From an optimization exercise on the open Yosys and OpenROAD flow, aimed at small area and few clock cycles per item; shortcuts taken in it are not production practice. Only simulation tests tie the RTL to the original design; equivalence was not proved.

wip/fjord:
// ordered_list_store
module ordered_list_store (
   input  logic                          clock,
   input  logic                          reset,
   input  logic                          req_valid,
   output logic                          req_ready,
   input  logic        [OP_BITS-1:0]     req_operation,
   input  logic signed [VALUE_BITS-1:0]  req_value,
   input  logic signed [POS_BITS-1:0]    req_position,
   output logic                          rsp_valid,
   input  logic                          rsp_ready,
   output logic signed [VALUE_BITS-1:0]  rsp_result_word,
   output logic        [STATUS_BITS-1:0] rsp_status,
   output logic        [COUNT_BITS-1:0]  rsp_count
);
Size: about 2600 cells after synthesis, about 590 flip-flops, ~87 I/O pins.
Settings: LEC_CHECK=0, CAP_MARGIN=20, CORE_MARGIN=2, CORE_UTILIZATION=40, SLEW_MARGIN=20; clock period 6.0 ns.
standard.sh (not shown) runs the stock make flow with config.mk's settings and CLKGATE_MAP_FILE= SYNTH_SCRIPT=/design/flow/synth_recipe.tcl, a recipe that flattens the netlist after the stock synthesis.
==> flow/flow/run.sh <==
#!/bin/bash
# Own layout flow: the standard flow (standard.sh) with three changes.
#  1. Synthesis is ORFS's own, run by standard.sh, with an area-oriented ABC
#     mapping script in place of the speed script (a copy of ORFS's scripts
#     folder with only abc_speed.script replaced); registers are unchanged.
#  2. Port buffers are buf_2 cells.
#  3. The clock tree uses clkbuf_16 only, larger sink clusters and no dummy
#     loads.
# Each tool's output goes to the ORFS logs under orfs/logs and to the
# flow_*.log files here.
set -euo pipefail
cd "$(dirname "$0")/.."
W=$PWD
rm -rf "$W/scripts_area"
cp -r "$FLOW_HOME/scripts" "$W/scripts_area"
cat > "$W/scripts_area/abc_speed.script" <<'ABC'
&get -n
&st
&dch -f
&nf -a -R 1000
&put
ABC
bash standard.sh SCRIPTS_DIR="$W/scripts_area" synth > flow_synth.log 2>&1
bash standard.sh \
  "CTS_ARGS=-sink_clustering_enable -repair_clock_nets -dont_use_dummy_load -buf_list sky130_fd_sc_hd__clkbuf_16 -sink_clustering_size 25 -sink_clustering_max_diameter 70" \
  "BUFFER_PORTS_ARGS=-buffer_cell sky130_fd_sc_hd__buf_2" \
  finish > flow_layout.log 2>&1
Testbench counts of wip/fjord, summed over its fixed seeds: cycles 16,008, items 16,000.
diff inputs: wip/fjord => wip/juniper
==> flow/flow/run.sh <==
#!/bin/bash
# Own layout flow: the standard flow (standard.sh) with a clock tree
# without dummy loads, smaller port buffers, and power recovery (which
# downsizes gates off the critical paths) after global routing.
set -euo pipefail
cd "$(dirname "$0")/.."
bash standard.sh \
  "CTS_ARGS=-sink_clustering_enable -repair_clock_nets -dont_use_dummy_load -buf_list sky130_fd_sc_hd__clkbuf_16 -sink_clustering_size 20 -sink_clustering_max_diameter 60" \
  "BUFFER_PORTS_ARGS=-buffer_cell sky130_fd_sc_hd__buf_2" \
  RECOVER_POWER=100 \
  finish > flow_make.log 2>&1
Notes after the runs:
In wip/juniper the implementation completed, yet the final layout does not meet the checks, the culprit being capacitance limit, slew limit.
Compared with wip/fjord, wip/juniper shows a lower synthesis-to-finish area growth.
wip/juniper vs wip/fjord: via count up
Delta (wip/juniper minus wip/fjord): routed wire length now sits higher; setup slack higher; final area saw an increase.
What wip/garnet does differently from wip/juniper at the input level:
- CTS_CLUSTER_SIZE newly set to 30
- CTS_BUF_LIST newly set to sky130_fd_sc_hd__clkbuf_16
- CTS_CLUSTER_DIAMETER newly set to 100
==> flow/run.sh (new file) <==
#!/bin/bash
# synth_recipe.tcl (not shown) runs the flow's synth.tcl, then flattens the netlist and writes it again
# the make line also repeats each setting of config.mk as NAME=value (left out here)
make -C /OpenROAD-flow-scripts/flow DESIGN_CONFIG=/design/flow/config.mk WORK_HOME=/design/flow/orfs CLKGATE_MAP_FILE= SYNTH_SCRIPT=/design/flow/synth_recipe.tcl finish
removed: flow/flow/run.sh
removed: flow/standard.sh
- wip/garnet finished every step from synthesis to the final layout, and the layout passed the timing, DRC and antenna checks.
- Relative to wip/juniper, number of max-capacitance violations reported has decreased by 18 in wip/garnet.
- Global-route usage for wip/garnet is lower than for wip/juniper.
- [compare] base=wip/juniper new=wip/garnet: setup slack went up by 0.16 ns, area fraction of clock buffers and clock inverters went down by 1.2 points.
#### Input delta (wip/yarrow over wip/garnet)
- removing CTS_CLUSTER_SIZE (formerly 30)
- removing CTS_CLUSTER_DIAMETER (formerly 100)
- changing CORE_UTILIZATION from 40 to 60
- changing CTS_BUF_LIST from sky130_fd_sc_hd__clkbuf_16 to sky130_fd_sc_hd__clkbuf_4 sky130_fd_sc_hd__clkbuf_8
- setting HOLD_SLACK_MARGIN to 0 for the first time
- setting PLACE_DENSITY to 0.7 for the first time
Results
- wip/garnet: all stages complete, timing, DRC and antenna checks passed
- wip/yarrow completed end to end with timing, DRC and antenna clean.
- Lower hold slack was reported by wip/yarrow, not wip/garnet.
- Highest clock frequency the design can meet on wip/yarrow is behind wip/garnet.
- wip/yarrow vs. wip/garnet: per-cell routed wire length went up about 3.3%, number of buffers outside the clock class in the layout went up about 6%.

[separate check: timing with driven ports]
Ports are ideal in the flow. The routed layouts listed here were re-timed in OpenROAD. Step 1: set_driving_cell puts a clkbuf_16 on clock and a buf_2 on each other input, an assumption about the parent block. Step 2 adds t to the input delays and takes it off the output delays; t is the mean of the earliest and latest rising clock arrival at the registers after step 1. Input paths then give back, and output paths get back, about the clock's delay inside the block. Three values: ideal, step 1, step 2; two values: the first two.
| run | t, ns | setup slack, ns | hold slack, ns | latest minus earliest clock arrival (ns) |
|---|---|---|---|---|
| wip/fjord | 0.635 | 0.220 / 0.164 / -0.472 | 0.536 / 0.536 / 0.536 | 0.126 / 0.125 |
| wip/juniper | 0.683 | 0.268 / 0.272 / -0.411 | 0.516 / 0.516 / 0.516 | 0.116 / 0.116 |
| wip/garnet | 0.731 | 0.433 / 0.357 / 0.132 | 0.540 / 0.540 / 0.540 | 0.066 / 0.066 |
| wip/yarrow | 0.791 | 0.258 / 0.295 / -0.496 | 0.527 / 0.527 / 0.527 | 0.048 / 0.048 |
The setup slack of wip/yarrow, which loses most, moves by +0.037 ns with the drivers and by -0.754 ns with both steps.
